This design comes from an exercise in tuning for small area, a short achievable clock period and few clock cycles per item on the open sky130 flow, not from production work. Only simulation tests tie the RTL to the original design; equivalence was not proved. No activity file was given, so power comes from the tool's default toggle rates.

===== flow/run.sh =====
#!/bin/bash
# synth_recipe.tcl (not shown) runs the flow's synth.tcl, then flattens the netlist and writes it again
# the make line also repeats each setting of config.mk as NAME=value (left out here)
make -C /OpenROAD-flow-scripts/flow DESIGN_CONFIG=/design/flow/config.mk WORK_HOME=/design/flow/orfs CLKGATE_MAP_FILE= SYNTH_SCRIPT=/design/flow/synth_recipe.tcl finish

===== flow/config.mk =====
export PLATFORM = sky130hd
export DESIGN_NAME = linear_probe_hash_table
export DESIGN_NICKNAME = linear_probe_hash_table
export VERILOG_FILES = /design/flow/design.v
export SDC_FILE = /design/flow/constraint.sdc
export NUM_CORES = 4
export LEC_CHECK = 0
export CAP_MARGIN = 20
export CORE_MARGIN = 2
export CORE_UTILIZATION = 45
export PLACE_DENSITY = 0.6
export SETUP_SLACK_MARGIN = 5
export SLEW_MARGIN = 20

===== flow/constraint.sdc =====
create_clock -name core_clock -period 10.0 [get_ports {clk}]
set_input_delay 2.0000 -clock core_clock [delete_from_list [all_inputs] [get_ports {clk}]]
set_output_delay 2.0000 -clock core_clock [all_outputs]
set_load 0.01 [all_outputs]

===== flow/design.v =====
package lpht_pkg;
  localparam int TABLE_SLOTS = 64;
  localparam int SLOT_BITS   = 6;
  localparam int KEY_BITS    = 32;
  localparam int VALUE_BITS  = 32;
  localparam logic [1:0] CMD_INSERT     = 2'd0;
  localparam logic [1:0] CMD_FIND       = 2'd1;
  localparam logic [1:0] CMD_ERASE      = 2'd2;
  localparam logic [1:0] CMD_LOOKUP_ADD = 2'd3;
  localparam logic [1:0] RES_OK       = 2'd0;
  localparam logic [1:0] RES_NOTFOUND = 2'd1;
  localparam logic [1:0] RES_DUP      = 2'd2;
  localparam logic [1:0] RES_FULL     = 2'd3;
endpackage
module linear_probe_hash_table (
  input  logic        clk,
  input  logic        rst_n,
  input  logic        in_tvalid,
  output logic        in_tready,
  input  logic [63:0] in_tdata,    
  input  logic [1:0]  in_tuser,    
  output logic        out_tvalid,
  input  logic        out_tready,
  output logic [39:0] out_tdata,   
  output logic [1:0]  out_tuser    
);
  localparam int N  = 64;
  localparam int QD = 4;    
  function automatic logic [N-1:0] pre_or(input logic [N-1:0] x);
    logic [N-1:0] p;
    p = x;
    for (int d = 1; d < N; d = d * 2) begin
      p = p | (p << d);
    end
    pre_or = p;
  endfunction
  function automatic logic [N-1:0] ffs_circ(input logic [N-1:0] v, input logic [5:0] h);
    logic [N-1:0] m, w, pw, pv;
    for (int i = 0; i < N; i++) m[i] = (i >= h);
    w  = v & m;
    pw = pre_or(w);
    pv = pre_or(v);
    ffs_circ = (w & ~(pw << 1)) | (v & ~(pv << 1) & {N{!pw[N-1]}});
  endfunction
  logic [31:0]  key_m [N];
  logic [31:0]  val_m [N];
  logic [N-1:0] live_r;
  logic [N-1:0] tomb_r;
  logic         v2_r;
  logic [1:0]   cmd2_r;
  logic [31:0]  key2_r, val2_r;
  logic [N-1:0] match_r;      
  logic         eqp_r;        
  logic         v3_r;
  logic [N-1:0] wr3_r;        
  logic [N-1:0] p3_r;         
  logic [31:0]  key3_r, val3_r;
  logic [1:0]   st3_r;
  logic [5:0]   sidx3_r;
  logic         ins3_r, hit3_r;
  logic [39:0]  e_r [QD];
  logic [2:0]   cnt_r;
  logic         rdy_r;
  logic         take;
  logic [31:0]  in_key;
  logic [N-1:0] match1;
  logic         eqw1;
  assign in_tready = rdy_r;
  assign take      = in_tvalid && rdy_r;
  assign in_key    = in_tdata[31:0];
  assign eqw1      = (in_key == key3_r);
  always_comb begin
    for (int i = 0; i < N; i++) match1[i] = wr3_r[i] ? eqw1 : (key_m[i] == in_key);
  end
  always_ff @(posedge clk) begin
    match_r <= match1;
    eqp_r   <= (in_key == key2_r);
    cmd2_r  <= in_tuser;
    key2_r  <= in_key;
    val2_r  <= in_tdata[63:32];
  end
  logic [N-1:0] match2, a_vec, n_vec, e_vec, s_oh, p_oh, live_set, tomb_set;
  logic         any_s, s_hit, hit, ok;
  logic         c_ins, c_find, c_era, c_lad;
  logic [1:0]   status;
  logic [5:0]   sidx;
  assign match2 = (wr3_r & {N{eqp_r}}) | (~wr3_r & match_r);
  assign a_vec  = live_r & match2;
  assign n_vec  = ~live_r;
  assign e_vec  = ~live_r & ~tomb_r;
  assign s_oh   = ffs_circ(a_vec | n_vec, key2_r[5:0]);
  assign p_oh   = ffs_circ(a_vec | e_vec, key2_r[5:0]);
  assign any_s  = |(a_vec | n_vec);
  assign s_hit  = |(s_oh & a_vec);
  assign hit    = |(p_oh & a_vec);
  assign c_ins  = (cmd2_r == lpht_pkg::CMD_INSERT);
  assign c_find = (cmd2_r == lpht_pkg::CMD_FIND);
  assign c_era  = (cmd2_r == lpht_pkg::CMD_ERASE);
  assign c_lad  = (cmd2_r == lpht_pkg::CMD_LOOKUP_ADD);
  assign live_set = {N{v2_r && (c_ins || c_lad || (c_find && hit))}} & s_oh & ~a_vec;
  assign tomb_set = {N{v2_r && !c_ins}} & p_oh & a_vec & ({N{c_era}} | ~s_oh);
  always_comb begin
    if (c_ins) begin
      status = !any_s ? lpht_pkg::RES_FULL : (s_hit ? lpht_pkg::RES_DUP : lpht_pkg::RES_OK);
    end else if (hit) begin
      status = lpht_pkg::RES_OK;
    end else if (c_lad) begin
      status = any_s ? lpht_pkg::RES_OK : lpht_pkg::RES_FULL;
    end else begin
      status = lpht_pkg::RES_NOTFOUND;
    end
  end
  assign ok = (status == lpht_pkg::RES_OK);
  always_comb begin
    sidx = '0;
    for (int i = 0; i < N; i++) sidx = sidx | (6'(i) & {6{s_oh[i]}});
  end
  always_ff @(posedge clk) begin
    if (!rst_n) begin
      live_r <= '0;
      tomb_r <= '0;
      wr3_r  <= '0;
    end else begin
      live_r <= (live_r & ~tomb_set) | live_set;
      tomb_r <= (tomb_r & ~live_set) | tomb_set;
      wr3_r  <= live_set;
    end
    p3_r    <= p_oh;
    key3_r  <= key2_r;
    val3_r  <= val2_r;
    st3_r   <= status;
    sidx3_r <= ok ? sidx : 6'd0;
    ins3_r  <= c_ins;
    hit3_r  <= hit;
  end
  logic [31:0] rval, wval;
  logic        ok3;
  always_comb begin
    rval = '0;
    for (int i = 0; i < N; i++) rval = rval | (val_m[i] & {32{p3_r[i]}});
  end
  assign wval = ins3_r ? val3_r : (hit3_r ? rval : 32'd0);
  assign ok3  = (st3_r == lpht_pkg::RES_OK);
  always_ff @(posedge clk) begin
    for (int i = 0; i < N; i++) begin
      if (wr3_r[i]) begin
        key_m[i] <= key3_r;
        val_m[i] <= wval;
      end
    end
  end
  logic        pop;
  logic [2:0]  cnt_nxt, pos;
  logic [39:0] res;
  assign res     = {st3_r, sidx3_r, ok3 ? wval : 32'd0};
  assign pop     = (cnt_r != 3'd0) && out_tready;
  assign pos     = cnt_r - {2'b0, pop};
  assign cnt_nxt = pos + {2'b0, v3_r};
  always_ff @(posedge clk) begin
    if (!rst_n) begin
      v2_r  <= 1'b0;
      v3_r  <= 1'b0;
      cnt_r <= 3'd0;
      rdy_r <= 1'b1;
    end else begin
      v2_r  <= take;
      v3_r  <= v2_r;
      cnt_r <= cnt_nxt;
      rdy_r <= (cnt_nxt + {2'b0, v2_r} + {2'b0, take}) < 3'(QD);
    end
    for (int k = 0; k < QD; k++) begin
      if (v3_r && pos == 3'(k)) e_r[k] <= res;
      else if (pop && k < QD - 1) e_r[k] <= e_r[(k + 1) % QD];
    end
  end
  assign out_tvalid = (cnt_r != 3'd0);
  assign out_tdata  = {2'b00, e_r[0][37:0]};
  assign out_tuser  = e_r[0][39:38];
endmodule

==> summary.txt <==
## kinds of logic after synthesis
logic type               after synthesis
AO/OA/AOI/OAI                       1859
XOR/XNOR                            2102
adder cells (fa/ha/maj)                9
buffers and inverters                681
flip-flops                          4723
multiplexers                         228
other                                  1
AND/OR/NAND/NOR                     2404
## registers in the layout, summed over array words and instances, names as in the netlist
name,cells
eqp_r,1
live_r,64
val_m,2048
tomb_r,64
v2_r,1
key3_r,32
v3_r,1
val3_r,32
sidx3_r,6
e_r,160
cnt_r,3
key_m,2048
match_r,64
st3_r,2
cmd2_r,2
wr3_r,64
rdy_r,1
p3_r,64
hit3_r,1
ins3_r,1
val2_r,32
key2_r,32
## metrics by stage
| step | total power [mW] | hold WS, ns |
|---|---|---|
| 2_1_floorplan | 23.5 | 0.310 |
| 3_3_place_gp | 24.7 | 0.310 |
| 3_5_place_dp | 24.7 | 0.312 |
| 4_1_cts | 42.4 | 0.315 |
| 5_1_grt | 43.3 | 0.333 |
| 6_report | 42.5 | 0.314 |
## Yosys cell counts, types with 207 or more instances
master,number,area [um^2]
a22o_1,272,2380
nand2_1,377,1420
nor2_1,238,893
nor3_1,207,1040
dfxtp_1,467,9350
a22oi_1,555,4170
nand3_1,293,1470
nand4_1,570,3570
edfxtp_1,4256,128000
clkbuf_1,386,1450
a221oi_1,266,2330
xor2_1,506,4430
xnor2_1,1596,14000
nor4_1,231,1450
## worst paths after layout
path	end	slack (ns)	cells after the start
setup / recovery	tomb_r[12]	4.72	16
hold reg to reg	val3_r[30]	0.31	0
setup reg to reg	tomb_r[12]	4.72	16
hold / removal	val3_r[30]	0.31	0
## report_power, final
group / leakage, nW / switching (mW) / internal, mW
combinational: 20.0 / 1.71 / 0.793
sequential: 42.6 / 0.189 / 21.8
clock: 7.55 / 7.92 / 10.1
total: 70.2 / 9.82 / 32.7
## metal layers
metal	vias to the layer above	wire (um)
met5	-	400
met4	32	55700
met3	2387	132000
met2	12372	383000
met1	68244	341000
li1	48766	-
## cells in the final DEF, fill, tap and decap left out, drive strengths merged, types with 33 or more instances in the layout
master,synthesis,routed
a211oi,34,34
a21oi,133,133
a221oi,267,267
a22o,272,272
a22oi,556,556
a32o,41,41
and2,68,68
buf,233,936
bufinv,0,37
clkbuf,389,651
clkdlybuf4s50,0,78
clkinv,0,180
dfxtp,467,467
diode,0,65
edfxtp,4256,4256
inv,59,72
mux2,127,127
mux2i,101,101
nand2,378,378
nand2b,80,80
nand3,294,294
nand4,571,571
nor2,239,239
nor2b,101,101
nor3,219,219
nor4,239,239
o21ai,165,165
o22ai,52,52
o41ai,33,33
or4,48,48
xnor2,1596,1596
xor2,506,506
## worst register-to-register path, cell delays in order, from the launching register on
cell       delay [ns]
dfxtp_4          0.38
buf_12           0.17
buf_16           0.23
mux2i_4          0.11
buf_12           0.16
buf_4            0.18
a221oi_2         0.46
a21oi_1          0.19
nand4_1          0.27
nor2_2           0.15
buf_4            0.19
and4_4           0.25
buf_4            0.17
a21oi_1          0.68
inv_1            0.44
a2111oi_1        0.90
o221a_4          0.31
## layout make-up
cell class	count	area, um^2	area share
diodes	65	163	0.000729
clock buffers	647	13100	0.0586
clock inverters	252	2510	0.0112
inverters	59	221	0.000993
multi-input cells	6604	52200	0.234
flip-flops and latches	4723	138000	0.617
well taps	5497	6880	0.0308
repair buffers	1025	10500	0.0468
## timing repair
| action | CTS | global route |
|---|---|---|
| hold buffers | 0 | 0 |
| setup endpoints to repair | 261 | 156 |
| pin swaps | 83 | 54 |
| gates cloned | 14 | 4 |
| gates resized for setup | 543 | 149 |
| buffers inserted | 306 | 40 |
==> impl_metrics.py <==
metrics = {
    "synth": {
        "netlist_area_um2": 189000,
        "ys_async_sr_fraction": 0,
        "avgSynthCellArea_um2": 15.7,
        "synth_compound_area_frac": 0.0760,
        "yosys.area_share.simple": 0.0703,
        "synth_seq_cells": 4723,
        "yosys_warnings": 4,
        "synthFlopType": "edfxtp_1",
        "synth-edff-count": 4256,
        "synth_xor_area_frac": 0.0976,
        "synth_cell_types": 104,
        "synthCells": 12007,
        "synth_top_family_by_area": "XOR/XNOR gates",
        "synth_fa_ha_area_frac": 0.000597,
        "yosysSeqAreaShare": 0.727,
        "synth.area.mux_share": 0.0135,
    },
    "drt": {
        "viasPerCell": 6.98,
        "drt_wl_total_um": 912000,
        "vias": 131801,
        "first_pass_iters": 7,
        "wl_per_cell_um": 48.3,
        "drt_iter0_drc": 27879,
        "postRouteAntennaNets": 0,
        "route.detailed.drc": 0,
    },
    "global_route": {
        "grt_pass1_wl_um": 1170000,
        "grtUsageTotal": 0.419,
        "first_global_vias": 120737,
        "grtUsageMet2": 0.605,
        "met1_usage": 0.580,
        "grtUsageMet3": 0.123,
        "grt_max_degree": 66,
        "antenna_found_initial": 114,
        "grt.overflow.total": 0,
        "busiest_layer": "met2",
    },
    "clocking": {
        "clock-root-buffer": "clkbuf_16",
        "cts.path.max_buffers": 4,
        "cts_tree": "yes",
        "clk_pin_slew_worst_paths_ns": 0.06,
        "clock_sinks": 4723,
        "clk_latency_ns": 1.09,
        "h-tree-depth": 5,
        "cts_inserted_buffers": 480,
    },
    "placement": {
        "dp_cells": 17543,
        "post_dp_cell_area_um2": 200000,
        "gp_congestion": 1.04,
        "place_ws_ns": 1.46,
        "post-dp-hpwl_um": 514000,
        "io_buffers": 111,
    },
    "floorplanning": {
        "die-area_um2": 424000,
        "rows": 237,
        "initial_core_util": 0.452,
        "ios": 114,
        "coreArea_um2": 417000,
        "die_x_um": 651,
        "die_y_um": 651,
    },
    "sta": {
        "max_freq_mhz": 189,
        "hold_violations": 0,
        "skew_ns": 0.0970,
        "fin_ws_ns": 4.72,
        "setup_viol": 0,
        "setup-tns-final_ns": 0,
        "tightest_slew_ns": 1.34,
        "drv_slew": 0,
        "final.min_clock_period_ns": 5.28,
        "grt_setup_unrepaired": "yes",
        "period_share": 0.528,
        "slew_headroom": 0.110,
    },
    "worst_setup_path": {
        "required_ns": 10.97,
        "path_common_cell": "buf_4",
        "r2r_start": "eqp_r",
        "path_cells": "buf_12 -> buf_16 -> mux2i_4 -> buf_12 -> buf_4 -> a221oi_2 -> a21oi_1 -> nand4_1 -> nor2_2 -> buf_4 -> and4_4 -> buf_4 -> a21oi_1 -> inv_1 -> a2111oi_1 -> o221a_4",
        "arrival_ns": 6.25,
        "cp-start-kind": "flop",
        "cp-startpoint": "eqp_r",
        "cpMaxStageDelayCell": "a2111oi_1",
        "cp-end-kind": "flop",
        "path_class": "flop to flop",
        "worst-path-max-fanout": 8,
        "crit_buf_inv": 7,
        "cp_top_family": "compound AO/OA/AOI/OAI gates",
        "critical-path-max-stage-delay_ns": 0.89,
    },
    "layout": {
        "postLayoutCoreUtil": 0.535,
        "fin_area_um2": 223000,
        "area_growth_pct": 18.3,
        "drive_gt1_frac": 0.187,
        "nets": 12972,
        "stdcell_count": 18872,
        "nFillCells": 33386,
    },
    "pwr": {
        "max-vdd-ir-drop_uv": 201,
        "leakagePower_nw": 70.2,
        "power_density_nw_per_um2": 190,
    },
    "hold_path": {
        "worstHoldPathType": "flop to flop",
        "hp-start": "val2_r[30]",
    },
    "run": {
        "drv_cap": 0,
    },
    "run_status": {
        "status": "timing/DRC/antenna clean",
    },
}
Testbench counts, summed over its fixed seeds: cycles 12,024, items 12,000.

afterwards: timing with drivers on the ports:
The results above use ideal ports. As a check the final layout listed here was re-extracted and re-timed, cells and wires unchanged.
Step 1 sets driving cells, clkbuf_16 on the clock port and buf_2 on the other inputs (assumed; they add their load-dependent delay and slew).
Step 2 moves the port delays by t, midway between the first and last clock arrival at a register: inputs arrive t later, outputs are due t later. That takes back most of the time a late clock gives input paths.
Slacks: no drivers / after step 1 / after step 2; pairs: no drivers / after step 1.
t, ns: 1.159
slack for setup (ns): 4.717 / 4.717 / 3.892
hold slack, ns: 0.314 / 0.314 / 0.314
slew at the worst register clock pin (ns): 0.08 / 0.08
worst data-port slew with drivers (ns): 0.14
After both steps setup and hold are still met in this run. The setup slack of this run moves by 0.000 ns with the drivers and by -0.825 ns with both steps.
